From an optimization exercise on the open Yosys and OpenROAD flow, aimed at small area, a short achievable clock period and few clock cycles; shortcuts taken in it are not production practice.
Only simulation tests tie the RTL to the original design; equivalence was not proved.
No activity file was given, so power comes from the tool's default toggle rates.

[design/flow/config.mk]
export PLATFORM = sky130hd
export DESIGN_NAME = pe_top
export DESIGN_NICKNAME = pe_top
export VERILOG_FILES = /design/flow/design.v
export SDC_FILE = /design/flow/constraint.sdc
export NUM_CORES = 4
export LEC_CHECK = 0
export ABC_AREA = 1
export CAP_MARGIN = 20
export CORE_MARGIN = 2
export CORE_UTILIZATION = 50
export CTS_BUF_LIST = sky130_fd_sc_hd__clkbuf_4 sky130_fd_sc_hd__clkbuf_8
export SETUP_SLACK_MARGIN = 3.3
export SLEW_MARGIN = 20
[design/flow/flow/abc_map_area.script]
strash
dch
map -a
topo
stime -c
buffer -c
upsize -c
dnsize -c
[design/flow/standard.sh]
#!/bin/bash
# synth_recipe.tcl (not shown) runs the flow's synth.tcl, then flattens the netlist and writes it again
# the make line also repeats each setting of config.mk as NAME=value (left out here)
make -C /OpenROAD-flow-scripts/flow DESIGN_CONFIG=/design/flow/config.mk WORK_HOME=/design/flow/orfs CLKGATE_MAP_FILE= SYNTH_SCRIPT=/design/flow/synth_recipe.tcl "${@:-finish}"
[design/flow/design.v]
package pe_pkg;
  typedef logic signed [8-1:0]  opnd_t;     
  typedef logic signed [16-1:0]  prod_t;     
  typedef logic signed [32-1:0]   acc_t;      
  typedef logic signed [19-1:0]   pe_out_t;   
  typedef logic        [5-1:0] shift_t;    
  typedef struct packed {
    opnd_t   a;           
    opnd_t   b;           
    pe_out_t d;           
    logic    propagate;   
    shift_t  shift;       
  } pe_req_t;
  typedef struct packed {
    prod_t   prod_s;      
    prod_t   prod_c;      
    pe_out_t d;           
    logic    propagate;
    shift_t  shift;       
  } prod_beat_t;
  typedef struct packed {
    acc_t    drain_s;     
    acc_t    drain_c;     
    shift_t  shift;       
  } drain_beat_t;
endpackage
`timescale 1ns/10ps
module mac_pp
(
  input  logic [7:0]  a,
  input  logic [7:0]  b,
  output logic [35:0] pp
);
  logic pp_0_0;
  assign pp_0_0 = a[0] & b[0];
  logic pp_0_1;
  assign pp_0_1 = a[0] & b[1];
  logic pp_0_2;
  assign pp_0_2 = a[0] & b[2];
  logic pp_0_3;
  assign pp_0_3 = a[0] & b[3];
  logic pp_0_4;
  assign pp_0_4 = a[0] & b[4];
  logic pp_0_5;
  assign pp_0_5 = a[0] & b[5];
  logic pp_0_6;
  assign pp_0_6 = a[0] & b[6];
  logic pp_0_7;
  assign pp_0_7 = ~(a[0] & b[7]);
  logic pp_1_0;
  assign pp_1_0 = a[1] & b[0];
  logic pp_1_1;
  assign pp_1_1 = a[1] & b[1];
  logic pp_1_2;
  assign pp_1_2 = a[1] & b[2];
  logic pp_1_3;
  assign pp_1_3 = a[1] & b[3];
  logic pp_1_4;
  assign pp_1_4 = a[1] & b[4];
  logic pp_1_5;
  assign pp_1_5 = a[1] & b[5];
  logic pp_1_6;
  assign pp_1_6 = a[1] & b[6];
  logic pp_1_7;
  assign pp_1_7 = ~(a[1] & b[7]);
  logic pp_2_0;
  assign pp_2_0 = a[2] & b[0];
  logic pp_2_1;
  assign pp_2_1 = a[2] & b[1];
  logic pp_2_2;
  assign pp_2_2 = a[2] & b[2];
  logic pp_2_3;
  assign pp_2_3 = a[2] & b[3];
  logic pp_2_4;
  assign pp_2_4 = a[2] & b[4];
  logic pp_2_5;
  assign pp_2_5 = a[2] & b[5];
  logic pp_2_6;
  assign pp_2_6 = a[2] & b[6];
  logic pp_2_7;
  assign pp_2_7 = ~(a[2] & b[7]);
  logic pp_3_0;
  assign pp_3_0 = a[3] & b[0];
  logic pp_3_1;
  assign pp_3_1 = a[3] & b[1];
  logic pp_3_2;
  assign pp_3_2 = a[3] & b[2];
  logic pp_3_3;
  assign pp_3_3 = a[3] & b[3];
  logic pp_3_4;
  assign pp_3_4 = a[3] & b[4];
  logic pp_3_5;
  assign pp_3_5 = a[3] & b[5];
  logic pp_3_6;
  assign pp_3_6 = a[3] & b[6];
  logic pp_3_7;
  assign pp_3_7 = ~(a[3] & b[7]);
  logic pp_4_0;
  assign pp_4_0 = a[4] & b[0];
  logic pp_4_1;
  assign pp_4_1 = a[4] & b[1];
  logic pp_4_2;
  assign pp_4_2 = a[4] & b[2];
  logic pp_4_3;
  assign pp_4_3 = a[4] & b[3];
  logic pp_4_4;
  assign pp_4_4 = a[4] & b[4];
  logic pp_4_5;
  assign pp_4_5 = a[4] & b[5];
  logic pp_4_6;
  assign pp_4_6 = a[4] & b[6];
  logic pp_4_7;
  assign pp_4_7 = ~(a[4] & b[7]);
  logic pp_5_0;
  assign pp_5_0 = a[5] & b[0];
  logic pp_5_1;
  assign pp_5_1 = a[5] & b[1];
  logic pp_5_2;
  assign pp_5_2 = a[5] & b[2];
  logic pp_5_3;
  assign pp_5_3 = a[5] & b[3];
  logic pp_5_4;
  assign pp_5_4 = a[5] & b[4];
  logic pp_5_5;
  assign pp_5_5 = a[5] & b[5];
  logic pp_5_6;
  assign pp_5_6 = a[5] & b[6];
  logic pp_5_7;
  assign pp_5_7 = ~(a[5] & b[7]);
  logic pp_6_0;
  assign pp_6_0 = a[6] & b[0];
  logic pp_6_1;
  assign pp_6_1 = a[6] & b[1];
  logic pp_6_2;
  assign pp_6_2 = a[6] & b[2];
  logic pp_6_3;
  assign pp_6_3 = a[6] & b[3];
  logic pp_6_4;
  assign pp_6_4 = a[6] & b[4];
  logic pp_6_5;
  assign pp_6_5 = a[6] & b[5];
  logic pp_6_6;
  assign pp_6_6 = a[6] & b[6];
  logic pp_6_7;
  assign pp_6_7 = ~(a[6] & b[7]);
  logic pp_7_0;
  assign pp_7_0 = ~(a[7] & b[0]);
  logic pp_7_1;
  assign pp_7_1 = ~(a[7] & b[1]);
  logic pp_7_2;
  assign pp_7_2 = ~(a[7] & b[2]);
  logic pp_7_3;
  assign pp_7_3 = ~(a[7] & b[3]);
  logic pp_7_4;
  assign pp_7_4 = ~(a[7] & b[4]);
  logic pp_7_5;
  assign pp_7_5 = ~(a[7] & b[5]);
  logic pp_7_6;
  assign pp_7_6 = ~(a[7] & b[6]);
  logic pp_7_7;
  assign pp_7_7 = a[7] & b[7];
  logic zs0;
  logic zc0;
  assign zs0 = pp_0_6 ^ pp_1_5;
  assign zc0 = pp_0_6 & pp_1_5;
  logic zs1;
  logic zc1;
  assign zs1 = pp_0_7 ^ pp_1_6 ^ pp_2_5;
  assign zc1 = (pp_0_7 & pp_1_6) | (pp_0_7 & pp_2_5) | (pp_1_6 & pp_2_5);
  logic zs2;
  logic zc2;
  assign zs2 = pp_1_7 ^ pp_2_6 ^ pp_3_5;
  assign zc2 = (pp_1_7 & pp_2_6) | (pp_1_7 & pp_3_5) | (pp_2_6 & pp_3_5);
  logic zs3;
  logic zc3;
  assign zs3 = pp_2_7 ^ pp_3_6;
  assign zc3 = pp_2_7 & pp_3_6;
  logic zs4;
  logic zc4;
  assign zs4 = pp_0_4 ^ pp_1_3;
  assign zc4 = pp_0_4 & pp_1_3;
  logic zs5;
  logic zc5;
  assign zs5 = pp_0_5 ^ pp_1_4 ^ pp_2_3;
  assign zc5 = (pp_0_5 & pp_1_4) | (pp_0_5 & pp_2_3) | (pp_1_4 & pp_2_3);
  logic zs6;
  logic zc6;
  assign zs6 = zs0 ^ pp_2_4 ^ pp_3_3;
  assign zc6 = (zs0 & pp_2_4) | (zs0 & pp_3_3) | (pp_2_4 & pp_3_3);
  logic zs7;
  logic zc7;
  assign zs7 = zc0 ^ zs1 ^ pp_3_4;
  assign zc7 = (zc0 & zs1) | (zc0 & pp_3_4) | (zs1 & pp_3_4);
  logic zs8;
  logic zc8;
  assign zs8 = pp_4_3 ^ pp_5_2;
  assign zc8 = pp_4_3 & pp_5_2;
  logic zs9;
  logic zc9;
  assign zs9 = zc1 ^ zs2 ^ pp_4_4;
  assign zc9 = (zc1 & zs2) | (zc1 & pp_4_4) | (zs2 & pp_4_4);
  logic zs10;
  logic zc10;
  assign zs10 = pp_5_3 ^ pp_6_2 ^ pp_7_1;
  assign zc10 = (pp_5_3 & pp_6_2) | (pp_5_3 & pp_7_1) | (pp_6_2 & pp_7_1);
  logic zs11;
  logic zc11;
  assign zs11 = zc2 ^ zs3 ^ pp_4_5;
  assign zc11 = (zc2 & zs3) | (zc2 & pp_4_5) | (zs3 & pp_4_5);
  logic zs12;
  logic zc12;
  assign zs12 = pp_5_4 ^ pp_6_3;
  assign zc12 = pp_5_4 & pp_6_3;
  logic zs13;
  logic zc13;
  assign zs13 = zc3 ^ pp_3_7 ^ pp_4_6;
  assign zc13 = (zc3 & pp_3_7) | (zc3 & pp_4_6) | (pp_3_7 & pp_4_6);
  logic zs14;
  logic zc14;
  assign zs14 = pp_5_5 ^ pp_6_4;
  assign zc14 = pp_5_5 & pp_6_4;
  logic zs15;
  logic zc15;
  assign zs15 = pp_4_7 ^ pp_5_6 ^ pp_6_5;
  assign zc15 = (pp_4_7 & pp_5_6) | (pp_4_7 & pp_6_5) | (pp_5_6 & pp_6_5);
  logic zs16;
  logic zc16;
  assign zs16 = pp_0_3 ^ pp_1_2;
  assign zc16 = pp_0_3 & pp_1_2;
  logic zs17;
  logic zc17;
  assign zs17 = zs4 ^ pp_2_2 ^ pp_3_1;
  assign zc17 = (zs4 & pp_2_2) | (zs4 & pp_3_1) | (pp_2_2 & pp_3_1);
  logic zs18;
  logic zc18;
  assign zs18 = zc4 ^ zs5 ^ pp_3_2;
  assign zc18 = (zc4 & zs5) | (zc4 & pp_3_2) | (zs5 & pp_3_2);
  logic zs19;
  logic zc19;
  assign zs19 = zc5 ^ zs6 ^ pp_4_2;
  assign zc19 = (zc5 & zs6) | (zc5 & pp_4_2) | (zs6 & pp_4_2);
  logic zs20;
  logic zc20;
  assign zs20 = zc6 ^ zs7 ^ zs8;
  assign zc20 = (zc6 & zs7) | (zc6 & zs8) | (zs7 & zs8);
  logic zs21;
  logic zc21;
  assign zs21 = zc7 ^ zc8 ^ zs9;
  assign zc21 = (zc7 & zc8) | (zc7 & zs9) | (zc8 & zs9);
  logic zs22;
  logic zc22;
  assign zs22 = zc9 ^ zc10 ^ zs11;
  assign zc22 = (zc9 & zc10) | (zc9 & zs11) | (zc10 & zs11);
  logic zs23;
  logic zc23;
  assign zs23 = zc11 ^ zc12 ^ zs13;
  assign zc23 = (zc11 & zc12) | (zc11 & zs13) | (zc12 & zs13);
  logic zs24;
  logic zc24;
  assign zs24 = zc13 ^ zc14 ^ zs15;
  assign zc24 = (zc13 & zc14) | (zc13 & zs15) | (zc14 & zs15);
  logic zs25;
  logic zc25;
  assign zs25 = zc15 ^ pp_5_7 ^ pp_6_6;
  assign zc25 = (zc15 & pp_5_7) | (zc15 & pp_6_6) | (pp_5_7 & pp_6_6);
  logic zs26;
  logic zc26;
  assign zs26 = pp_0_2 ^ pp_1_1;
  assign zc26 = pp_0_2 & pp_1_1;
  logic zs27;
  logic zc27;
  assign zs27 = zs16 ^ pp_2_1 ^ pp_3_0;
  assign zc27 = (zs16 & pp_2_1) | (zs16 & pp_3_0) | (pp_2_1 & pp_3_0);
  logic zs28;
  logic zc28;
  assign zs28 = zc16 ^ zs17 ^ pp_4_0;
  assign zc28 = (zc16 & zs17) | (zc16 & pp_4_0) | (zs17 & pp_4_0);
  logic zs29;
  logic zc29;
  assign zs29 = zc17 ^ zs18 ^ pp_4_1;
  assign zc29 = (zc17 & zs18) | (zc17 & pp_4_1) | (zs18 & pp_4_1);
  logic zs30;
  logic zc30;
  assign zs30 = zc18 ^ zs19 ^ pp_5_1;
  assign zc30 = (zc18 & zs19) | (zc18 & pp_5_1) | (zs19 & pp_5_1);
  logic zs31;
  logic zc31;
  assign zs31 = zc19 ^ zs20 ^ pp_6_1;
  assign zc31 = (zc19 & zs20) | (zc19 & pp_6_1) | (zs20 & pp_6_1);
  logic zs32;
  logic zc32;
  assign zs32 = zc20 ^ zs21 ^ zs10;
  assign zc32 = (zc20 & zs21) | (zc20 & zs10) | (zs21 & zs10);
  logic zs33;
  logic zc33;
  assign zs33 = zc21 ^ zs22 ^ zs12;
  assign zc33 = (zc21 & zs22) | (zc21 & zs12) | (zs22 & zs12);
  logic zs34;
  logic zc34;
  assign zs34 = zc22 ^ zs23 ^ zs14;
  assign zc34 = (zc22 & zs23) | (zc22 & zs14) | (zs23 & zs14);
  logic zs35;
  logic zc35;
  assign zs35 = zc23 ^ zs24 ^ pp_7_4;
  assign zc35 = (zc23 & zs24) | (zc23 & pp_7_4) | (zs24 & pp_7_4);
  logic zs36;
  logic zc36;
  assign zs36 = zc24 ^ zs25 ^ pp_7_5;
  assign zc36 = (zc24 & zs25) | (zc24 & pp_7_5) | (zs25 & pp_7_5);
  logic zs37;
  logic zc37;
  assign zs37 = zc25 ^ pp_6_7 ^ pp_7_6;
  assign zc37 = (zc25 & pp_6_7) | (zc25 & pp_7_6) | (pp_6_7 & pp_7_6);
  assign pp[0] = pp_0_0;
  assign pp[1] = pp_0_1;
  assign pp[2] = pp_1_0;
  assign pp[3] = zs26;
  assign pp[4] = pp_2_0;
  assign pp[5] = zc26;
  assign pp[6] = zs27;
  assign pp[7] = zc27;
  assign pp[8] = zs28;
  assign pp[9] = zc28;
  assign pp[10] = zs29;
  assign pp[11] = pp_5_0;
  assign pp[12] = zc29;
  assign pp[13] = zs30;
  assign pp[14] = pp_6_0;
  assign pp[15] = zc30;
  assign pp[16] = zs31;
  assign pp[17] = pp_7_0;
  assign pp[18] = zc31;
  assign pp[19] = zs32;
  assign pp[20] = 1'b1;
  assign pp[21] = zc32;
  assign pp[22] = zs33;
  assign pp[23] = pp_7_2;
  assign pp[24] = zc33;
  assign pp[25] = zs34;
  assign pp[26] = pp_7_3;
  assign pp[27] = zc34;
  assign pp[28] = zs35;
  assign pp[29] = zc35;
  assign pp[30] = zs36;
  assign pp[31] = zc36;
  assign pp[32] = zs37;
  assign pp[33] = zc37;
  assign pp[34] = pp_7_7;
  assign pp[35] = 1'b1;
endmodule
module mac_acc
(
  input  logic [35:0] pp,
  input  logic [31:0] base,
  output logic [31:0] y
);
  logic ys0;
  logic yc0;
  assign ys0 = pp[9] ^ pp[10];
  assign yc0 = pp[9] & pp[10];
  logic ys1;
  logic yc1;
  assign ys1 = pp[12] ^ pp[13] ^ pp[14];
  assign yc1 = (pp[12] & pp[13]) | (pp[12] & pp[14]) | (pp[13] & pp[14]);
  logic ys2;
  logic yc2;
  assign ys2 = pp[15] ^ pp[16] ^ pp[17];
  assign yc2 = (pp[15] & pp[16]) | (pp[15] & pp[17]) | (pp[16] & pp[17]);
  logic ys3;
  logic yc3;
  assign ys3 = pp[18] ^ pp[19] ^ pp[20];
  assign yc3 = (pp[18] & pp[19]) | (pp[18] & pp[20]) | (pp[19] & pp[20]);
  logic ys4;
  logic yc4;
  assign ys4 = pp[21] ^ pp[22] ^ pp[23];
  assign yc4 = (pp[21] & pp[22]) | (pp[21] & pp[23]) | (pp[22] & pp[23]);
  logic ys5;
  logic yc5;
  assign ys5 = pp[24] ^ pp[25] ^ pp[26];
  assign yc5 = (pp[24] & pp[25]) | (pp[24] & pp[26]) | (pp[25] & pp[26]);
  logic ys6;
  logic yc6;
  assign ys6 = pp[27] ^ pp[28];
  assign yc6 = pp[27] & pp[28];
  logic ys7;
  logic yc7;
  assign ys7 = pp[29] ^ pp[30];
  assign yc7 = pp[29] & pp[30];
  logic ys8;
  logic yc8;
  assign ys8 = pp[31] ^ pp[32];
  assign yc8 = pp[31] & pp[32];
  logic ys9;
  logic yc9;
  assign ys9 = pp[33] ^ pp[34];
  assign yc9 = pp[33] & pp[34];
  logic ys10;
  logic yc10;
  assign ys10 = pp[1] ^ pp[2];
  assign yc10 = pp[1] & pp[2];
  logic ys11;
  logic yc11;
  assign ys11 = pp[3] ^ pp[4] ^ base[2];
  assign yc11 = (pp[3] & pp[4]) | (pp[3] & base[2]) | (pp[4] & base[2]);
  logic ys12;
  logic yc12;
  assign ys12 = pp[5] ^ pp[6] ^ base[3];
  assign yc12 = (pp[5] & pp[6]) | (pp[5] & base[3]) | (pp[6] & base[3]);
  logic ys13;
  logic yc13;
  assign ys13 = pp[7] ^ pp[8] ^ base[4];
  assign yc13 = (pp[7] & pp[8]) | (pp[7] & base[4]) | (pp[8] & base[4]);
  logic ys14;
  logic yc14;
  assign ys14 = ys0 ^ pp[11] ^ base[5];
  assign yc14 = (ys0 & pp[11]) | (ys0 & base[5]) | (pp[11] & base[5]);
  logic ys15;
  logic yc15;
  assign ys15 = yc0 ^ ys1 ^ base[6];
  assign yc15 = (yc0 & ys1) | (yc0 & base[6]) | (ys1 & base[6]);
  logic ys16;
  logic yc16;
  assign ys16 = yc1 ^ ys2 ^ base[7];
  assign yc16 = (yc1 & ys2) | (yc1 & base[7]) | (ys2 & base[7]);
  logic ys17;
  logic yc17;
  assign ys17 = yc2 ^ ys3 ^ base[8];
  assign yc17 = (yc2 & ys3) | (yc2 & base[8]) | (ys3 & base[8]);
  logic ys18;
  logic yc18;
  assign ys18 = yc3 ^ ys4 ^ base[9];
  assign yc18 = (yc3 & ys4) | (yc3 & base[9]) | (ys4 & base[9]);
  logic ys19;
  logic yc19;
  assign ys19 = yc4 ^ ys5 ^ base[10];
  assign yc19 = (yc4 & ys5) | (yc4 & base[10]) | (ys5 & base[10]);
  logic ys20;
  logic yc20;
  assign ys20 = yc5 ^ ys6 ^ base[11];
  assign yc20 = (yc5 & ys6) | (yc5 & base[11]) | (ys6 & base[11]);
  logic ys21;
  logic yc21;
  assign ys21 = yc6 ^ ys7 ^ base[12];
  assign yc21 = (yc6 & ys7) | (yc6 & base[12]) | (ys7 & base[12]);
  logic ys22;
  logic yc22;
  assign ys22 = yc7 ^ ys8 ^ base[13];
  assign yc22 = (yc7 & ys8) | (yc7 & base[13]) | (ys8 & base[13]);
  logic ys23;
  logic yc23;
  assign ys23 = yc8 ^ ys9 ^ base[14];
  assign yc23 = (yc8 & ys9) | (yc8 & base[14]) | (ys9 & base[14]);
  logic ys24;
  logic yc24;
  assign ys24 = yc9 ^ pp[35] ^ base[15];
  assign yc24 = (yc9 & pp[35]) | (yc9 & base[15]) | (pp[35] & base[15]);
  logic [15:0] r0, r1;
  logic [16:0] lo;
  assign r0 = {yc23, yc22, yc21, yc20, yc19, yc18, yc17, yc16, yc15, yc14, yc13, yc12, yc11, yc10, ys10, pp[0]};
  assign r1 = {ys24, ys23, ys22, ys21, ys20, ys19, ys18, ys17, ys16, ys15, ys14, ys13, ys12, ys11, base[1], base[0]};
  assign lo = {1'b0, r0} + {1'b0, r1};
  logic [1:0] kc;
  assign kc = {yc24, lo[16]};
  logic [15:0] hi_inc, hi_dec, hi_c1, hi_c0, hi;
  assign hi_inc = base[31:16] + 16'd1;
  assign hi_dec = base[31:16] - 16'd1;
  assign hi_c1 = kc[1] ? hi_inc : base[31:16];
  assign hi_c0 = kc[1] ? base[31:16] : hi_dec;
  assign hi = kc[0] ? hi_c1 : hi_c0;
  assign y = {hi, lo[15:0]};
endmodule
`timescale 1ns/10ps
module round_sat_stage
(
  input  logic signed [31:0] x,
  input  logic [4:0]         shift,
  output logic [18:0]        y
);
  logic [32:0] x0;
  logic [34:0] t16;
  logic [26:0] t8;
  logic [22:0] t4;
  logic [20:0] t2;
  logic [19:0] t1;
  logic        sticky;
  logic [13:0] above;      
  logic        hi_ok;      
  logic        rnd;
  logic [18:0] q;
  always_comb begin
    x0 = {x, 1'b0};
    for (int i = 0; i < 35; i++)
      t16[i] = shift[4] ? ((i + 16 < 33) ? x0[i+16] : x[31]) : ((i < 33) ? x0[i] : x[31]);
    for (int i = 0; i < 27; i++) t8[i] = shift[3] ? t16[i+8] : t16[i];
    for (int i = 0; i < 23; i++) t4[i] = shift[2] ? t8[i+4]  : t8[i];
    for (int i = 0; i < 21; i++) t2[i] = shift[1] ? t4[i+2]  : t4[i];
    for (int i = 0; i < 20; i++) t1[i] = shift[0] ? t2[i+1]  : t2[i];
    q = t1[19:1];
    sticky = (shift[4] && (|x0[15:0])) || (shift[3] && (|t16[7:0])) ||
             (shift[2] && (|t8[3:0]))  || (shift[1] && (|t4[1:0])) ||
             (shift[0] && t2[0]);
    above[13] = 1'b0;
    for (int k = 12; k >= 0; k--) above[k] = above[k+1] | (x[18+k] ^ x[31]);
    hi_ok = (shift >= 5'd14) ? 1'b1 : !above[shift[3:0]];
    rnd = t1[0] && (sticky || t1[1]);
    if (!hi_ok)
      y = x[31] ? 19'h40000 : 19'h3ffff;
    else if (rnd && q != 19'h3ffff)
      y = q + 19'd1;
    else
      y = q;
  end
endmodule
`timescale 1ns/10ps
module pe_top
(
  input  logic    CLK,
  input  logic    rst_n,
  input  logic    req_valid,
  output logic    req_ready,
  input  pe_pkg::opnd_t   req_a,
  input  pe_pkg::opnd_t   req_b,
  input  pe_pkg::pe_out_t req_d,
  input  logic    req_propagate,
  input  pe_pkg::shift_t  req_shift,
  output logic    res_valid,
  input  logic    res_ready,
  output pe_pkg::pe_out_t res
);
  localparam int PPW = 36;
  logic        v0;
  logic [PPW-1:0] pp0;      
  logic [PPW-1:0] pp_in;
  logic [18:0] d0;
  logic        f0;           
  logic [4:0]  s0;
  logic        last_prop;
  logic [31:0] acc;
  logic [18:0] pre;
  logic        slot;         
  logic        adv;          
  logic [31:0] base;
  logic [31:0] sum;
  logic [18:0] rs_y;
  assign slot      = !res_valid || res_ready;
  assign adv       = v0 && slot;
  assign req_ready = !v0 || slot;
  always_ff @(posedge CLK or negedge rst_n) begin
    if (!rst_n) begin
      v0        <= 1'b0;
      last_prop <= 1'b0;
    end else if (req_ready) begin
      v0 <= req_valid;
      if (req_valid) last_prop <= req_propagate;
    end
  end
  always_ff @(posedge CLK) begin
    if (req_valid && req_ready) begin
      pp0 <= pp_in;
      d0 <= req_d;
      f0 <= req_propagate ^ last_prop;
      s0 <= req_shift;
    end
  end
  mac_pp pp_i (
    .a  (req_a),
    .b  (req_b),
    .pp (pp_in)
  );
  assign base = f0 ? {{13{pre[18]}}, pre} : acc;
  mac_acc mac_i (
    .pp   (pp0),
    .base (base),
    .y    (sum)
  );
  round_sat_stage round_i (
    .x     (acc),
    .shift (s0),
    .y     (rs_y)
  );
  always_ff @(posedge CLK or negedge rst_n) begin
    if (!rst_n) begin
      acc       <= '0;
      pre       <= '0;
      res_valid <= 1'b0;
    end else begin
      if (slot) res_valid <= v0;
      if (adv) begin
        acc <= sum;
        pre <= d0;
      end
    end
  end
  always_ff @(posedge CLK) begin
    if (slot) begin
      res <= f0 ? rs_y : pre;
    end
  end
endmodule
[design/flow/flow/run.sh]
#!/bin/bash
# The standard layout (standard.sh) with two changes:
#  - synthesis is the standard flow's synthesis script with ABC's mapping script replaced
#    by flow/abc_map_area.script (area-oriented mapping); registers are the
#    same as the standard synthesis's;
#  - the port buffers are inserted as the smallest buffer cell (the repair
#    steps resize them where timing needs it).
set -euo pipefail
here=$(pwd)
export BUFFER_PORTS_ARGS="-buffer_cell sky130_fd_sc_hd__buf_1"
export MY_ABC_SCRIPT="$here/flow/abc_map_area.script"
bash standard.sh SYNTH_SCRIPT="$here/flow/synth.tcl" finish > standard_flow.log 2>&1
[design/flow/flow/synth.tcl]
# The standard flow's synthesis script (synth_recipe.tcl), with ABC's mapping script
# replaced by flow/abc_map_area.script: area-oriented mapping (map -a).
proc synth {args} { yosys synth -nofsm -noshare {*}$args }
proc abc {args} {
  set i [lsearch $args -script]
  if { $i >= 0 && [info exists ::env(MY_ABC_SCRIPT)] } {
    lset args [expr {$i + 1}] $::env(MY_ABC_SCRIPT)
  }
  yosys abc {*}$args
}
source $::env(SCRIPTS_DIR)/synth.tcl
# left out here: clear keep_hierarchy, flatten, clean up, hide names made inside functions, write 1_2_yosys.v
[design/flow/constraint.sdc]
create_clock -name core_clock -period 7.0 [get_ports {CLK}]
set_input_delay 1.4000 -clock core_clock [delete_from_list [all_inputs] [get_ports {CLK}]]
set_output_delay 1.4000 -clock core_clock [all_outputs]
set_load 0.01 [all_outputs]
==> reports/metrics.cfg, run 1 <==
[status]
outcome=complete, no violations

[finish]
fillers=1706
layout-drive-gt1-share=0.133
area_growth_pct=14.9
antenna_cells=0
nets=1380

[place]
dp_hpwl_um=18500
io_buffers=65
gp_congestion=0.953
place_ws_ns=2.22

[drt]
vias=8269
wl_um=25800
drtPass1Iterations=5
ant_nets=0
routed_via_density=5.42
drtIter0Drc=595
wl_per_cell_um=16.9
drc=0

[global_routing]
antenna_found_initial=0
grtUsageMet1=0.359
grt_pass1_vias=7556
grt_use_met3=0.0382
grt-ovfl-total=0
gr-usage-met2=0.410
grt_max_degree=61
grt_pass1_wl_um=40100
track_usage=0.258
busiest_layer=met2

[pwr]
power.share.sequential=0.317
power.switching_w=0.00166
pwr-share-clk=0.188
p_int_w=0.00198
vdd.ir_drop.worst_mv=0.196
swShare=0.456
power_leakage_nw=4.83
power_frac_comb=0.494
p_per_area_nw_per_um2=328

[worst_setup_path]
crit_slowest_cell=nor2_4
r2r_end=res[11]
cp_num_buf_inv=4
path_max_fanout=3
critPathTopFamily=buffers and inverters
startpoint=res_ready
r2r_slack_ns=3.45
path_cells=buf_1 -> nor2_4 -> clkinvlp_4 -> nor2_2 -> inv_1 -> buf_1
path_depth=6
arrival_ns=2.23
reg2reg_from=s0[4]
cp_common_cell=buf_1
crit_type=input port to output pin
crit_required_ns=5.60
worstSetupStartpointType=input port
cp-endpoint=req_ready
critPathMaxStageDelay_ns=0.22
reg2reg_depth=23
critPathCaptureType=output pin

[sta]
fin_crit_sh=0.519
max_freq_mhz=275
worst_hold_slack_ns=0.452
worst_slew_pin_slew_ns=0.853
slew_headroom=0.431
fin_setup_tns_ns=0
hold_violations=0
layout_min_cycle_time_ns=3.63
rsz0062_at_grt=true
finalClockSkew_ns=0.0215
layout_setup_ws_ns=3.37
finalSetupViolations=0
drv_slew=0

[floorplan]
start_util=0.512
die_area_um2=20400
core-area_um2=18800
io_pins=66
die_h_um=143
die_x_um=143
row_count=50

[synthesis]
syn_nets=1294
synth_top_area_cell=edfxtp_1
ys.flop_type=edfxtp_1
syn_area_per_cell_um2=8.28
synth-async-reset-ratio=0.409
synth_common_cells=nand2_1, inv_1, o21ai_0
synth_edf_count=78
synth.distinct_cells=57
synth_top_area_frac=0.243
netlist_area_um2=9650
yosysWarnings=2
yosysMostFrequentCell=nand2_1
synth_seq_cells=132
synthTopCellsByArea=edfxtp_1, dfrtp_1, fa_1
netlist_instances=1166
yosysSeqAreaShare=0.383

[cts]
cts_max_level=4
cts_buffers=17
path_clk_slew_ns=0.10
clkLatencyLatePin_ns=0.49
cts_sinks=132
cts-hold-fix-buffers=0
clock_path_buffers=2
clockRootBuffer=clkbuf_8
cts_tree=yes

[min_path]
hold_class=flip-flop to flip-flop

[flow_run]
drv_cap=0

==> metrics by stage <==
step / cell area [µm²] / utilization / total power (W) / instances
final: 11100 / 0.589 / 0.00364 / 1525
after global routing: 11100 / 0.589 / 0.00394 / 1525
after detailed placement: 10100 / 0.535 / 0.00280 / 1449
after global placement: 10100 / 0.535 / 0.00279 / 1449
after CTS: 10700 / 0.568 / 0.00352 / 1503
after floorplan: 9680 / - / 0.00238 / 1166
==> tightest hold or removal path: cells and delay by family, from the launching register on <==
kind,cells,cell delay [ns]
compound gates,1,0.06
flops,1,0.33
simple gates,1,0.05
==> worst min path at each step <==
| stage | startpoint | to | cells after the start |
|---|---|---|---|
| after floorplan | d0[0] | pre[0] | 2 |
| after global placement | d0[3] | pre[3] | 2 |
| after detailed placement | d0[3] | pre[3] | 2 |
| after CTS | d0[12] | pre[12] | 2 |
| after global routing | d0[12] | pre[12] | 2 |
| final | d0[12] | pre[12] | 2 |
==> registers in the layout, summed over array words and instances, names as in the netlist <==
register	cells
mac_i.pp	34
f0	1
last_prop	1
res	19
pre	19
d0	19
acc	32
s0	5
v0	1
res_valid	1
==> timing repair <==
action | CTS | global route
buffers inserted | 18 | 21
setup endpoints to repair | 35 | 36
gates resized for setup | 18 | 63
gates cloned | 4 | 1
pin swaps | 2 | 14
==> cells in the final DEF (no fill, tap or decap), types with 35 or more instances in the layout <==
cell type	count
dfrtp_1	53
a21oi_1	69
o21ai_1	38
nand2_1	224
buf_4	38
nor2_1	100
buf_1	64
fa_1	46
edfxtp_1	78
ha_1	35
inv_1	145
o21ai_0	112
==> cells by family after synthesis <==
group	after synthesis	synth area share
multiplexers	12	0.0126
XOR/XNOR	29	0.0263
adder cells (fa/ha/maj)	83	0.145
flip-flops	132	0.383
AO/OA/AOI/OAI	295	0.172
buffers and inverters	211	0.0866
AND/OR/NAND/NOR	404	0.175
==> metal layers <==
metal	up-vias	share of wire
met5	-	0
met3	54	0.053
met2	279	0.46
met1	3864	0.46
li1	4072	-
met4	0	0.029
==> power groups by stage <==
stage,registers [W],clock network (W),logic (W)
2_1_floorplan,0.00112,0,0.00126
3_3_place_gp,0.00118,0,0.00161
3_5_place_dp,0.00118,0,0.00162
4_1_cts,0.00115,0.000695,0.00167
5_1_grt,0.00118,0.000725,0.00204
6_report,0.00116,0.000685,0.00180
==> area by class of cell <==
| cell class | instances | area, µm² | share of cell area |
|---|---|---|---|
| Sequential cell | 132 | 3690 | 0.333 |
| Clock buffer | 17 | 234 | 0.0211 |
| Inverter | 163 | 652 | 0.0588 |
| Tap cell | 260 | 325 | 0.0294 |
| Clock inverter | 15 | 180 | 0.0163 |
| Timing Repair Buffer | 110 | 609 | 0.0550 |
| Timing Repair inverter | 3 | 17.5 | 0.00158 |
| Multi-Input combinational cell | 825 | 5370 | 0.485 |
Testbench counts, summed over its fixed seeds: cycles 12,016.
==> run 2, diff against run 1 <==
--- a/design/flow/design.v
+++ b/design/flow/design.v
@@ -557,3 +557,3 @@
   always_ff @(posedge CLK) begin
-    if (req_valid && req_ready) begin
+    if (req_ready) begin
       pp0 <= pp_in;
==> reports/metrics.cfg, run 2 <==
[status]
outcome=complete, no violations

[floorplan]
start_util=0.511
row_count=50
io_pins=66
die_h_um=142
die_area_um2=20300
core-area_um2=18800
die_x_um=142

[synthesis]
syn_area_per_cell_um2=8.31
yosysSeqAreaShare=0.385
ys.flop_type=edfxtp_1
synth_common_cells=nand2_1, inv_1, o21ai_0
yosys.area_share.simple=0.171
synth_edf_count=78
synth_adder_area_share=0.146
yosysWarnings=2
synth_top_family_by_area=simple AND/OR/NAND/NOR gates
synth_top_area_cell=edfxtp_1
synth_top_area_frac=0.244
synthMuxAreaShare=0.0127
synthTopCellsByArea=edfxtp_1, dfrtp_1, fa_1
netlist_instances=1154
syn_nets=1282
netlist_area_um2=9590
synth-async-reset-ratio=0.409
synth_xor_area_frac=0.0292
synth_compound_gate_area_share=0.168
yosysMostFrequentCell=nand2_1
synth.distinct_cells=53
synth_seq_cells=132

[worst_setup_path]
reg2reg_from=s0[4]
critPathCaptureType=output pin
r2r_slack_ns=3.51
path_max_fanout=2
crit_type=input port to output pin
r2r_end=res[18]
worstSetupStartpointType=input port
reg2reg_depth=23
crit_required_ns=5.60
arrival_ns=2.24

[sta]
drv_slew=0
finalClockSkew_ns=0.0220
max_freq_mhz=275
worst_slew_pin_slew_ns=0.770
fin_crit_sh=0.520
fin_setup_tns_ns=0
rsz0062_at_grt=true
hold_violations=0
slew_headroom=0.487
finalSetupViolations=0
layout_min_cycle_time_ns=3.64

[flow_run]
drv_cap=0

[finish]
multiInputGateArea_um2=5230
antenna_cells=0
largest_reg_flops=34
final_cell_mix=nand2_1, inv_1, o21ai_0, nor2_1, edfxtp_1
stdcell_count=1497
layout-drive-gt1-share=0.135
area_growth_pct=15.4
layout_commonest_cell=nand2_1
seq_area_um2=3690
nets=1378
fillers=1751

[min_path]
hold_depth=2
hold_path_end=pre[1]
min_from=d0[1]
hold_class=flip-flop to flip-flop

[cts]
cts_sinks=132
clockRootBuffer=clkbuf_8
cts_max_level=4
clkLatencyLatePin_ns=0.48
clock_path_buffers=2
path_clk_slew_ns=0.10
cts_tree=yes
cts_buffers=17

[pwr]
power_leakage_nw=4.91
vdd.ir_drop.worst_mv=0.209
p_per_area_nw_per_um2=384

[drt]
ant_nets=0
drc=0
wl_um=26300
drtPass1Iterations=6
drtIter0Drc=524
routed_via_density=5.49
wl_per_cell_um=17.6
vias=8222

[global_routing]
grt_pass1_vias=8056
grt_pass1_wl_um=41400
antenna_found_initial=0
grt-ovfl-total=0
grt_max_degree=58
track_usage=0.267

[place]
dp.cells=1413
gp_congestion=0.919
dp_hpwl_um=18500
io_buffers=65

run 2: changes by cell type after synthesis, sizes merged, moves of 3 or more:
cell,delta
nor4,-3
nand3,-5
o21ai,-7
clkinv,-4
clkbuf,-7
xor2,+4
nand2,+9
buf,+7
a21oi,+6
run 2: metrics by stage:
stage          setup slack (ns)  hold slack, ns  utilization  instance area [µm²]  total power, W
3_5_place_dp               2.41           0.440        0.533                10000         0.00332
6_report                   3.36           0.451        0.590                11100         0.00425
5_1_grt                    3.23           0.489        0.590                11100         0.00464
2_1_floorplan              3.11           0.430            -                 9650         0.00280
3_3_place_gp               2.45           0.435        0.533                10000         0.00329
4_1_cts                    3.30           0.463        0.570                10700         0.00406
run 2: area by class of cell:
type / instances / area share
clock buffer: 17 / 0.0211
clock inverter: 15 / 0.0164
inverter: 157 / 0.0574
multi-input combinational: 817 / 0.473
sequential: 132 / 0.334
tap: 234 / 0.0265
timing repair buffer: 121 / 0.0692
timing repair inverter: 4 / 0.00237
run 2: timing repair:
item / 4_1_cts / 5_1_grt
gates resized for setup: 16 / 51
buffers inserted: 19 / 27
hold buffers: 0 / 0
setup endpoints to repair: 37 / 39
pin swaps: 3 / 12
cloned: 6 / 0
run 2: metal layers:
| layer | track usage | wire length (µm) |
|---|---|---|
| met2 | 0.449 | 12700 |
| met3 | 0.0622 | 1490 |
| met1 | 0.346 | 11700 |
| met4 | 0.0782 | 549 |
| met5 | 0 | 0 |
run 2: critical path, stage by stage:
cell and delay [ns]:
buf_1 0.09, nor2_4 0.17, inv_8 0.04, nor2_4 0.11
clkinvlp_4 0.13, buf_16 0.15, buf_2 0.13
run 2: power breakdown:
part / internal (W) / leakage [nW] / total [W] / switching (W)
clock network: 0.000306 / 0.211 / 0.000689 / 0.000383
registers: 0.00105 / 1.46 / 0.00122 / 0.000166
logic: 0.000897 / 3.24 / 0.00235 / 0.00145
total: 0.00225 / 4.91 / 0.00425 / 0.00200
run 2: cells by family after synthesis:
group           Yosys count
mux                      12
simple gates            400
fa+ha+maj                83
xor+xnor                 32
compound gates          290
flops                   132
buf+inv                 205
run 2: how the worst max path moves through the flow:
stage | slack [ns] | depth (start not counted) | from | endpoint
6_report | 3.36 | 7 | res_ready | req_ready
3_5_place_dp | 2.41 | 23 | s0[4] | res[18]
5_1_grt | 3.23 | 25 | s0[4] | res[17]
4_1_cts | 3.30 | 22 | s0[4] | res[18]
2_1_floorplan | 3.11 | 4 | res_ready | req_ready
3_3_place_gp | 2.45 | 23 | s0[4] | res[18]
Testbench counts of run 2, summed over its fixed seeds: cycles 12,016.
==> run 3, diff against run 2 <==
--- a/design/flow/flow/run.sh
+++ b/design/flow/flow/run.sh
@@ -3,3 +3,3 @@
 #  - synthesis is the standard flow's synthesis script with ABC's mapping script replaced
-#    by flow/abc_map_area.script (area-oriented mapping); registers are the
+#    by flow/abc_map_area.script (mapping to a 2.5 ns target); registers are the
 #    same as the standard synthesis's;
==> design/flow/flow/abc_map_area.script (replaced) <==
strash
dch
map -D 2500
topo
stime -c
buffer -c
upsize -c
dnsize -c
--- a/design/flow/flow/synth.tcl
+++ b/design/flow/flow/synth.tcl
@@ -1,3 +1,3 @@
 # The standard flow's synthesis script (synth_recipe.tcl), with ABC's mapping script
-# replaced by flow/abc_map_area.script: area-oriented mapping (map -a).
+# replaced by flow/abc_map_area.script: mapping to a 2.5 ns delay target with area recovery (map -D 2500).
 proc synth {args} { yosys synth -nofsm -noshare {*}$args }
--- a/design/flow/config.mk
+++ b/design/flow/config.mk
@@ -10,3 +10,3 @@
 export CORE_MARGIN = 2
-export CORE_UTILIZATION = 50
+export CORE_UTILIZATION = 60
 export CTS_BUF_LIST = sky130_fd_sc_hd__clkbuf_4 sky130_fd_sc_hd__clkbuf_8
==> reports/metrics.cfg, run 3 <==
[status]
outcome=complete, no violations

[synthesis]
netlist_area_um2=9560
yosysMostFrequentCell=nand2_1
synth_seq_cells=132
yosysWarnings=2
synth_top_area_frac=0.245
yosysSeqAreaShare=0.386
syn_nets=1271
synth.distinct_cells=54
synth-async-reset-ratio=0.409
netlist_instances=1143
synth_edf_count=78
synth_top_area_cell=edfxtp_1
ys.flop_type=edfxtp_1
synthTopCellsByArea=edfxtp_1, dfrtp_1, fa_1
syn_area_per_cell_um2=8.36
synth_common_cells=nand2_1, inv_1, o21ai_0

[drt]
drtPass1Iterations=7
ant_nets=0
wl_um=24500
vias=8281
drc=0
routed_via_density=5.65
wl_per_cell_um=16.7
drtIter0Drc=700

[floorplan]
start_util=0.608
core-area_um2=15700
die_area_um2=17000
die_x_um=130
die_h_um=130
row_count=46
io_pins=66

[sta]
drv_slew=0
worst_slew_pin_slew_ns=0.763
rsz0062_at_grt=true
layout_min_cycle_time_ns=3.64
hold_violations=0
max_freq_mhz=274
finalSetupViolations=0
fin_setup_tns_ns=0
finalClockSkew_ns=0.0177
fin_crit_sh=0.520
slew_headroom=0.491

[place]
dp_hpwl_um=17500
gp_congestion=0.932
io_buffers=65

[pwr]
power_leakage_nw=4.84
p_per_area_nw_per_um2=379
vdd.ir_drop.worst_mv=0.231

[finish]
antenna_cells=0
layout_commonest_cell=nand2_1
nets=1365
largest_reg_flops=34
final_cell_mix=nand2_1, inv_1, o21ai_0, nor2_1, edfxtp_1
fillers=1341
multiInputGateArea_um2=5390
seq_area_um2=3690
final_util=0.707
area_growth_pct=16.3
layout-drive-gt1-share=0.158

[global_routing]
grt_pass1_wl_um=37800
grt_pass1_vias=7533
grt_max_degree=61
antenna_found_initial=0
grt-ovfl-total=0
track_usage=0.291

[cts]
path_clk_slew_ns=0.09
cts_sinks=132
clockRootBuffer=clkbuf_8
cts_max_level=4
clkLatencyLatePin_ns=0.46
clock_path_buffers=2
cts_buffers=17
cts_tree=yes

[worst_setup_path]
critPathCaptureType=flip-flop
cp_common_cell=fa_1
crit_slowest_cell=fa_1
crit_type=input port to flip-flop
path_max_fanout=4
critPathMaxStageDelay_ns=0.53
path_cells=clkbuf_2 -> clkinvlp_4 -> buf_4 -> nor2_2 -> fa_2 -> fa_1 -> fa_1 -> fa_1
crit_required_ns=7.19
arrival_ns=3.84
worstSetupStartpointType=input port

[flow_run]
drv_cap=0

[min_path]
hold_class=flip-flop to flip-flop

run 3: changes by cell type after synthesis, sizes merged, moves of 2 or more:
cell / before / now
a21oi: 84 / 82
a22oi: 11 / 9
clkbuf: 27 / 25
inv: 157 / 154
mux2i: 11 / 13
nand2: 238 / 236
nor2: 111 / 98
nor3: 10 / 15
o21a: 0 / 3
o21ai: 163 / 157
o31ai: 5 / 7
or2: 2 / 4
run 3: worst paths after layout:
path                       depth (start not counted)  slack, ns      endpoint     start
setup / recovery                                   8       3.36  mac_i.pp[19]  req_b[6]
hold / removal                                     2       0.46       pre[12]    d0[12]
setup reg to reg                                  22       3.40       res[17]     s0[4]
hold reg to reg                                    2       0.46       pre[12]    d0[12]
max in group asynchronous                          2       5.46       pre[18]     rst_n
min in group asynchronous                          2       1.05       acc[28]     rst_n
run 3: logic make-up after synthesis:
group | synth area share
compound gates | 0.166
xor+xnor | 0.0312
fa+ha+maj | 0.146
buf+inv | 0.0842
flops | 0.386
mux | 0.0148
simple gates | 0.171
run 3: timing repair:
action / in CTS / in global routing
hold buffers: 0 / 0
resized for setup: 12 / 97
buffers inserted: 6 / 32
setup endpoints to repair: 36 / 40
gates cloned: 2 / 7
hold endpoints to repair: 0 / 0
pin swaps: 1 / 23
run 3: per-layer routing:
layer | wire, µm | vias up | part of all wire | global-route usage
li1 | - | 4010 | - | -
met1 | 10700 | 3913 | 0.44 | 0.395
met2 | 11800 | 308 | 0.48 | 0.478
met3 | 1390 | 50 | 0.057 | 0.0541
met4 | 561 | 0 | 0.023 | 0.0911
met5 | 0 | - | 0 | 0
run 3: critical path: cells and delay by family:
kind,cells,cell delay [ns]
fa+ha+maj,4,1.89
buf+inv,3,0.43
simple gates,1,0.10
run 3: layout make-up:
cell class              instances  area share
multi-input cells             811       0.485
inverters                     155      0.0562
clock inverters                15      0.0167
clock buffers                  17      0.0211
repair buffers                115      0.0619
well taps                     216      0.0243
flip-flops and latches        132       0.332
repair inverters                5     0.00248
run 3: power breakdown:
| group | switching [W] | internal, W | total (W) |
|---|---|---|---|
| Combinational | 0.00146 | 0.000889 | 0.00235 |
| Sequential | 0.000167 | 0.00105 | 0.00122 |
| Clock | 0.000376 | 0.000275 | 0.000651 |
run 3: metrics by stage:
stage | instances | power [W] | hold slack [ns] | instance area [µm²] | setup slack [ns]
2_1_floorplan | 1143 | 0.00280 | 0.430 | 9620 | 3.11
3_3_place_gp | 1387 | 0.00326 | 0.436 | 9970 | 2.37
3_5_place_dp | 1387 | 0.00329 | 0.442 | 9970 | 2.30
4_1_cts | 1427 | 0.00398 | 0.461 | 10500 | 3.29
5_1_grt | 1466 | 0.00459 | 0.495 | 11100 | 3.12
6_report | 1466 | 0.00421 | 0.459 | 11100 | 3.36
==> run 4, diff against run 3 <==
--- a/design/flow/design.v
+++ b/design/flow/design.v
@@ -557,3 +557,3 @@
   always_ff @(posedge CLK) begin
-    if (req_ready) begin
+    if (req_valid && req_ready) begin
       pp0 <= pp_in;
--- a/design/flow/config.mk
+++ b/design/flow/config.mk
@@ -10,3 +10,3 @@
 export CORE_MARGIN = 2
-export CORE_UTILIZATION = 60
+export CORE_UTILIZATION = 50
 export CTS_BUF_LIST = sky130_fd_sc_hd__clkbuf_4 sky130_fd_sc_hd__clkbuf_8
==> reports/metrics.cfg, run 4 <==
[status]
outcome=complete, no violations

[cts]
cts_max_level=4
clkLatencyLatePin_ns=0.47
clockRootBuffer=clkbuf_8
cts-hold-fix-buffers=0
cts_sinks=132
cts_tree=yes
path_clk_slew_ns=0.10
clock_path_buffers=2
cts_buffers=17

[synthesis]
synthTopCellsByArea=edfxtp_1, dfrtp_1, fa_1
netlist_area_um2=9640
synth_top_area_cell=edfxtp_1
yosysWarnings=2
ys.flop_type=edfxtp_1
synth_common_cells=nand2_1, inv_1, o21ai_0
netlist_instances=1162
yosysSeqAreaShare=0.383
syn_area_per_cell_um2=8.29
synth.distinct_cells=57
syn_nets=1290
synth-async-reset-ratio=0.409
synth_edf_count=78
yosysMostFrequentCell=nand2_1
synth_top_area_frac=0.243
synth_seq_cells=132

[worst_setup_path]
r2r_end=res[18]
cp_num_buf_inv=2
arrival_ns=3.81
r2r_slack_ns=3.42
reg2reg_depth=24
cp_common_cell=fa_1
worstSetupStartpointType=input port
critPathCaptureType=flip-flop
critPathTopFamily=adder cells
critPathMaxStageDelay_ns=0.53
path_cells=buf_1 -> clkinvlp_4 -> nor2_2 -> fa_2 -> fa_1 -> fa_1 -> fa_1
crit_required_ns=7.19
reg2reg_from=s0[4]
crit_type=input port to flip-flop
crit_slowest_cell=fa_1
path_max_fanout=7

[sta]
worst_slew_pin_slew_ns=1.00
finalSetupViolations=0
fin_setup_tns_ns=0
drv_slew=0
rsz0062_at_grt=true
finalClockSkew_ns=0.0259
slew_headroom=0.329
max_freq_mhz=277
hold_violations=0
fin_crit_sh=0.516
layout_min_cycle_time_ns=3.61

[drt]
routed_via_density=5.45
wl_um=26000
drtIter0Drc=659
drc=0
wl_per_cell_um=17.0
vias=8327
ant_nets=0
drtPass1Iterations=5

[min_path]
min_from=d0[1]
hold_class=flip-flop to flip-flop
hold_path_end=pre[1]
hold_depth=2

[global_routing]
grt_pass1_vias=8100
grt_pass1_wl_um=41000
antenna_found_initial=0
grt-ovfl-total=0
grt_max_degree=55
track_usage=0.263

[floorplan]
row_count=50
io_pins=66
die_h_um=143
die_x_um=143
start_util=0.512
core-area_um2=18800
die_area_um2=20400

[finish]
final_cell_mix=nand2_1, inv_1, o21ai_0, nor2_1, edfxtp_1
nets=1382
area_growth_pct=16.4
antenna_cells=0
largest_reg_flops=34
layout_commonest_cell=nand2_1
layout-drive-gt1-share=0.161
fillers=1754

[pwr]
power_leakage_nw=4.83
vdd.ir_drop.worst_mv=0.228
p_total_w=0.00365
p_per_area_nw_per_um2=325

[place]
io_buffers=65
dp_hpwl_um=18700
gp_congestion=0.962

[flow_run]
drv_cap=0

run 4: changes by cell type after synthesis, moves of 3 or more:
| cell | change |
|---|---|
| nand2_1 | -5 |
| o21ai_0 | +4 |
| o21ai_2 | +5 |
| a21oi_2 | -4 |
| o211ai_1 | +4 |
| nor2_1 | +10 |
| clkinv_1 | +3 |
| nand3_1 | +4 |
| clkbuf_1 | +4 |
| o21a_1 | -3 |
| xor2_1 | -4 |
run 4: power breakdown:
group / switching [W] / internal (W) / leakage [nW]
Clock: 0.000380 / 0.000270 / 0.203
Combinational: 0.00115 / 0.000686 / 3.21
Sequential: 0.000152 / 0.00101 / 1.42
run 4: worst max-delay path by stage:
stage / from / endpoint / slack (ns) / depth (start not counted)
global placement: s0[4] / res[18] / 2.24 / 22
floorplan: req_b[6] / mac_i.pp[16] / 3.17 / 8
CTS: s0[4] / res[18] / 3.30 / 24
global route: s0[4] / res[10] / 3.22 / 25
detailed placement: s0[0] / res[12] / 2.17 / 12
finish: req_a[3] / mac_i.pp[19] / 3.39 / 7
run 4: metal layers:
layer	up-vias	part of all wire	track usage
met5	-	0	0
met4	0	0.020	0.0928
met3	39	0.047	0.0426
met2	253	0.48	0.436
met1	3966	0.45	0.350
li1	4069	-	-
run 4: final cells by class:
type	count	area (µm²)	area share
Timing Repair Buffer	116	678	0.0605
Sequential cell	132	3700	0.330
Clock inverter	15	156	0.0139
Tap cell	260	325	0.0290
Clock buffer	17	234	0.0209
Timing Repair inverter	5	31.3	0.00279
Multi-Input combinational cell	823	5460	0.486
Inverter	159	639	0.0570
run 4: what timing repair did:
action / in CTS / in global routing
cloned: 4 / 1
resized for setup: 21 / 95
endpoints found under the setup margin: 39 / 40
pin swaps: 2 / 24
setup buffers: 20 / 23
endpoints found under the hold margin: 0 / 0
run 4: per-stage QoR:
step	util	instance area, µm²	setup WS (ns)	hold WS [ns]	std cells
CTS	0.568	10700	3.30	0.451	1503
finish	0.596	11200	3.39	0.447	1527
global route	0.596	11200	3.22	0.486	1527
global placement	0.535	10100	2.24	0.441	1447
floorplan	-	9670	3.17	0.430	1162
detailed placement	0.535	10100	2.17	0.445	1447
run 4: worst reg2reg max path, stage by stage, from the launching register on:
cell	delay (ns)
edfxtp_1	0.43
buf_6	0.15
clkinv_8	0.07
nor2_4	0.18
buf_4	0.16
a21oi_1	0.04
inv_1	0.08
nand2_1	0.05
o21ai_1	0.13
nand2_1	0.09
nand2_1	0.09
nand2_1	0.05
o21ai_1	0.13
nand2_1	0.06
o21ai_0	0.13
nor2_2	0.09
nand3_1	0.12
nor2_2	0.08
nand2_2	0.11
nor3_4	0.06
a21boi_4	0.29
nand4_1	0.20
o31a_1	0.29
o21ai_1	0.12
o21ai_1	0.10
run 4: cell families (layout without fill, tap and decap cells):
logic type                 Yosys count  count (layout)  synth area share
DFF                                132             132             0.383
xor gates and xnor gates            30              30            0.0273
AOI/OAI and AO/OA                  294             294             0.172
buffers and inverters              207             312            0.0860
and+or+nand+nor                    404             404             0.174
muxes                               12              12            0.0126
adders and majority gates           83              83             0.145
Testbench counts of run 4, summed over its fixed seeds: cycles 12,016.
==> run 5, diff against run 4 <==
--- a/design/flow/design.v
+++ b/design/flow/design.v
@@ -353,4 +353,6 @@
   input  logic [35:0] pp,
-  input  logic [31:0] base,
-  output logic [31:0] y
+  input  logic [15:0] base,
+  output logic [15:0] y,
+  output logic        inc,
+  output logic        dec
 );
@@ -463,9 +465,13 @@
   assign kc = {yc24, lo[16]};
-  logic [15:0] hi_inc, hi_dec, hi_c1, hi_c0, hi;
-  assign hi_inc = base[31:16] + 16'd1;
-  assign hi_dec = base[31:16] - 16'd1;
-  assign hi_c1 = kc[1] ? hi_inc : base[31:16];
-  assign hi_c0 = kc[1] ? base[31:16] : hi_dec;
-  assign hi = kc[0] ? hi_c1 : hi_c0;
-  assign y = {hi, lo[15:0]};
+  logic k0, k2;
+  assign k0 = (kc == '0);
+  always_comb begin
+    k2 = 1'b0;
+    for (int i = 0; i < 2; i++)
+      for (int j = i + 1; j < 2; j++)
+        k2 = k2 | (kc[i] & kc[j]);
+  end
+  assign y = lo[15:0];
+  assign inc = k2;
+  assign dec = k0;
 endmodule
@@ -476,3 +482,4 @@
   input  logic [4:0]         shift,
-  output logic [18:0]        y
+  output logic [18:0]        y,        
+  output logic               up        
 );
@@ -505,8 +512,9 @@
     rnd = t1[0] && (sticky || t1[1]);
-    if (!hi_ok)
-      y = x[31] ? 19'h40000 : 19'h3ffff;
-    else if (rnd && q != 19'h3ffff)
-      y = q + 19'd1;
-    else
-      y = q;
+    if (!hi_ok) begin
+      y  = x[31] ? 19'h40000 : 19'h3ffff;
+      up = 1'b0;
+    end else begin
+      y  = q;
+      up = rnd && (q != 19'h3ffff);
+    end
   end
@@ -537,4 +545,11 @@
   logic        last_prop;
-  logic [31:0] acc;
+  logic [15:0] acc_lo;
+  logic [15:0] acc_hi;       
+  logic        acc_inc;      
+  logic        acc_dec;      
+  logic [15:0] hi_res;       
+  logic [31:0] acc;          
   logic [18:0] pre;
+  logic [18:0] res_q;        
+  logic        up_q;
   logic        slot;         
@@ -542,4 +557,7 @@
   logic [31:0] base;
-  logic [31:0] sum;
+  logic [15:0] sum_lo;
+  logic        sum_inc;
+  logic        sum_dec;
   logic [18:0] rs_y;
+  logic        rs_up;
   assign slot      = !res_valid || res_ready;
@@ -557,3 +575,3 @@
   always_ff @(posedge CLK) begin
-    if (req_valid && req_ready) begin
+    if (req_ready) begin
       pp0 <= pp_in;
@@ -569,2 +587,13 @@
   );
+  always_comb begin
+    logic ones, zeros;
+    ones  = 1'b1;
+    zeros = 1'b1;
+    for (int i = 0; i < 16; i++) begin
+      hi_res[i] = acc_hi[i] ^ ((acc_inc && ones) || (acc_dec && zeros));
+      ones  = ones && acc_hi[i];
+      zeros = zeros && !acc_hi[i];
+    end
+  end
+  assign acc  = {hi_res, acc_lo};
   assign base = f0 ? {{13{pre[18]}}, pre} : acc;
@@ -572,4 +601,6 @@
     .pp   (pp0),
-    .base (base),
-    .y    (sum)
+    .base (base[15:0]),
+    .y    (sum_lo),
+    .inc  (sum_inc),
+    .dec  (sum_dec)
   );
@@ -578,3 +609,4 @@
     .shift (s0),
-    .y     (rs_y)
+    .y     (rs_y),
+    .up    (rs_up)
   );
@@ -582,3 +614,6 @@
     if (!rst_n) begin
-      acc       <= '0;
+      acc_lo    <= '0;
+      acc_hi    <= '0;
+      acc_inc   <= 1'b0;
+      acc_dec   <= 1'b0;
       pre       <= '0;
@@ -587,5 +622,8 @@
       if (slot) res_valid <= v0;
+      acc_hi  <= (adv && f0) ? base[31:16] : hi_res;
+      acc_inc <= adv && sum_inc;
+      acc_dec <= adv && sum_dec;
       if (adv) begin
-        acc <= sum;
-        pre <= d0;
+        acc_lo  <= sum_lo;
+        pre     <= d0;
       end
@@ -595,5 +633,7 @@
     if (slot) begin
-      res <= f0 ? rs_y : pre;
+      res_q <= f0 ? rs_y : pre;
+      up_q  <= f0 && rs_up;
     end
   end
+  assign res = res_q + 19'(up_q);
 endmodule
--- a/design/flow/flow/run.sh
+++ b/design/flow/flow/run.sh
@@ -3,3 +3,3 @@
 #  - synthesis is the standard flow's synthesis script with ABC's mapping script replaced
-#    by flow/abc_map_area.script (mapping to a 2.5 ns target); registers are the
+#    by flow/abc_map_area.script (area-oriented mapping); registers are the
 #    same as the standard synthesis's;
==> design/flow/flow/abc_map_area.script (replaced) <==
strash
dch
map -a
topo
stime -c
buffer -c
upsize -c
dnsize -c
--- a/design/flow/flow/synth.tcl
+++ b/design/flow/flow/synth.tcl
@@ -1,3 +1,3 @@
 # The standard flow's synthesis script (synth_recipe.tcl), with ABC's mapping script
-# replaced by flow/abc_map_area.script: mapping to a 2.5 ns delay target with area recovery (map -D 2500).
+# replaced by flow/abc_map_area.script: area-oriented mapping (map -a).
 proc synth {args} { yosys synth -nofsm -noshare {*}$args }
--- a/design/flow/config.mk
+++ b/design/flow/config.mk
@@ -10,3 +10,3 @@
 export CORE_MARGIN = 2
-export CORE_UTILIZATION = 50
+export CORE_UTILIZATION = 60
 export CTS_BUF_LIST = sky130_fd_sc_hd__clkbuf_4 sky130_fd_sc_hd__clkbuf_8
==> reports/metrics.cfg, run 5 <==
[status]
outcome=complete, no violations

[sta]
max_freq_mhz=245
layout_min_cycle_time_ns=4.08
fin_crit_sh=0.583
worst_slew_pin_slew_ns=0.989
hold_violations=0
drv_slew=0
rsz0062_at_grt=true
slew_headroom=0.341
finalSetupViolations=0
finalClockSkew_ns=0.0154
fin_setup_tns_ns=0

[floorplan]
die_x_um=129
row_count=45
die_area_um2=16600
io_pins=66
start_util=0.616
core-area_um2=15200
die_h_um=129

[synthesis]
yosysWarnings=3
synth.distinct_cells=55
synth_top_area_cell=edfxtp_1
syn_nets=1233
yosysSeqAreaShare=0.403
syn_area_per_cell_um2=8.47
netlist_instances=1106
netlist_area_um2=9360
synthTopCellsByArea=edfxtp_1, dfrtp_1, fa_1
synth_seq_cells=135
synth_top_area_frac=0.253
synth-async-reset-ratio=0.415
yosysMostFrequentCell=nand2_1
synth_edf_count=79
synth_common_cells=nand2_1, inv_1, nor2_1
ys.flop_type=edfxtp_1

[finish]
final_cell_mix=nand2_1, inv_1, nor2_1, o21ai_0, edfxtp_1
area_growth_pct=18.5
layout_commonest_cell=nand2_1
final_util=0.730
layout-drive-gt1-share=0.166
antenna_cells=0
largest_reg_flops=34
nets=1333

[cts]
cts_sinks=135
cts_buffers=17
clock_path_buffers=2
path_clk_slew_ns=0.09
clkLatencyLatePin_ns=0.46
cts_max_level=4
cts_tree=yes
clockRootBuffer=clkbuf_8

[pwr]
p_per_area_nw_per_um2=405
power_leakage_nw=4.92
vdd.ir_drop.worst_mv=0.209

[drt]
drc=0
drtPass1Iterations=7
routed_via_density=5.68
ant_nets=0
wl_um=23300
vias=7988
wl_per_cell_um=16.5
drtIter0Drc=758

[global_routing]
grt_max_degree=71
grt_pass1_vias=7747
grt_pass1_wl_um=37000
track_usage=0.290
grt-ovfl-total=0
antenna_found_initial=0

[worst_setup_path]
crit_type=flip-flop to flip-flop
arrival_ns=4.29
critPathCaptureType=flip-flop
worstSetupStartpointType=flip-flop
path_max_fanout=7
crit_required_ns=7.20

[place]
io_buffers=65
gp_congestion=0.915
dp_hpwl_um=16000

[min_path]
hold_class=flip-flop to flip-flop

[flow_run]
drv_cap=0

==> run 5: cell count changes after synthesis, sizes merged, moves of 6 or more <==
cell,change
a22oi,+10
buf,-6
nor2,+37
o211ai,-6
inv,-6
nand3,-11
mux2i,-10
a21oi,-14
a31oi,+13
nand2,-22
o21ai,-48
==> run 5: cell type report <==
type                       count  area (µm²)
sequential                   135        3770
multi-input combinational    781        5340
inverter                     151         606
clock inverter                15         163
tap                          188         235
timing repair buffer         120         742
clock buffer                  17         234
fill                        1237        4110
==> run 5: repair_timing <==
item	4_1_cts	5_1_grt
setup endpoints to repair	32	32
pin swaps	21	41
gates resized for setup	52	58
cloned	3	1
hold buffers	0	0
hold endpoints to repair	0	0
buffers inserted	32	17
==> run 5: layer usage <==
layer,part of all wire,track usage,vias up,wire length [µm]
met5,0,0,-,0
met1,0.42,0.370,3812,9860
met2,0.51,0.510,260,11700
met4,0.021,0.0870,0,497
li1,-,-,3866,-
met3,0.049,0.0474,50,1150
==> run 5: worst paths after layout <==
kind,to,slack [ns],cells after the start,startpoint
setup reg to reg,up_q,2.92,27,acc_hi[1]
hold / removal,pre[9],0.51,2,d0[9]
max in group asynchronous,pre[2],5.38,2,rst_n
hold reg to reg,pre[9],0.51,2,d0[9]
setup / recovery,up_q,2.92,27,acc_hi[1]
min in group asynchronous,acc_hi[8],1.09,2,rst_n
==> run 5: metrics by stage <==
stage | area (µm²) | power [W] | setup WS, ns | instances | hold WS (ns)
3_5_place_dp | 9770 | 0.00332 | 2.63 | 1322 | 0.488
5_1_grt | 11100 | 0.00488 | 2.55 | 1407 | 0.543
2_1_floorplan | 9440 | 0.00285 | 3.15 | 1106 | 0.453
6_report | 11100 | 0.00449 | 2.92 | 1407 | 0.505
3_3_place_gp | 9770 | 0.00328 | 2.77 | 1322 | 0.482
4_1_cts | 10700 | 0.00419 | 3.03 | 1389 | 0.512
==> run 5: critical path, stage by stage, from the launching register on <==
cell and delay, ns:
dfrtp_1 0.42, nor4_2 0.31, nand3_1 0.18, nor2_1 0.14
nand2_1 0.09, nor2_2 0.09, nand3_2 0.08, nor2_2 0.11
nand2_1 0.10, nor2_2 0.14, o21a_2 0.17, or2_4 0.15
nand2_8 0.06, inv_6 0.06, nor2_4 0.05, buf_4 0.18
nor2_2 0.11, nand2_1 0.08, o21ai_2 0.12, nand2_1 0.07
o21ai_0 0.13, nor2_1 0.07, a31oi_1 0.22, nor2_1 0.06
a31oi_1 0.21, nand4_1 0.12, nor3_2 0.20, a2111oi_2 0.09
==> run 5: kinds of logic after synthesis <==
kind of cell,Yosys count,synth area share
XOR/XNOR,37,0.0346
adder cells (fa/ha/maj),82,0.148
buffers and inverters,193,0.0803
flip-flops,135,0.403
AO/OA/AOI/OAI,249,0.152
multiplexers,2,0.00227
AND/OR/NAND/NOR,408,0.180
==> run 5: where the power goes <==
group | leakage (nW) | internal, W | total (W) | switching, W
registers | 1.46 | 0.00110 | 0.00130 | 0.000204
clock network | 0.194 | 0.000296 | 0.000646 | 0.000350
logic | 3.27 | 0.00103 | 0.00255 | 0.00151
Testbench counts of run 5, summed over its fixed seeds: cycles 12,016.

## what the ideal ports hide
In the flow no input, the clock included, has a driving cell. The finished layouts below were timed again as built, in two steps. Step 1: set_driving_cell puts a clkbuf_16 on CLK and a buf_2 on each other input, an assumption about the parent block. Step 2 moves the port delays by t, midway between the first and last clock arrival at a register: inputs arrive t later, outputs are due t later. That takes back most of the time a late clock gives input paths. Slacks: ideal ports / drivers / drivers and shift; pairs: ideal ports / drivers.
| run | t (ns) | setup slack, ns | worst setup path after step 2 | slew at the worst register clock pin (ns) |
|---|---|---|---|---|
| run 1 | 0.515 | 3.368 / 3.347 / 2.890 | input to register | 0.11 / 0.11 |
| run 2 | 0.510 | 3.361 / 3.341 / 2.905 | input to register | 0.10 / 0.10 |
| run 3 | 0.484 | 3.357 / 3.372 / 2.888 | input to register | 0.10 / 0.10 |
| run 4 | 0.497 | 3.385 / 3.364 / 2.906 | input to register | 0.11 / 0.11 |
| run 5 | 0.488 | 2.917 / 2.917 / 2.895 | input to register | 0.09 / 0.09 |
After both steps every run listed still meets setup and hold. For run 4, which loses most, drivers alone change the setup slack by -0.021 ns; drivers and shift together by -0.479 ns.
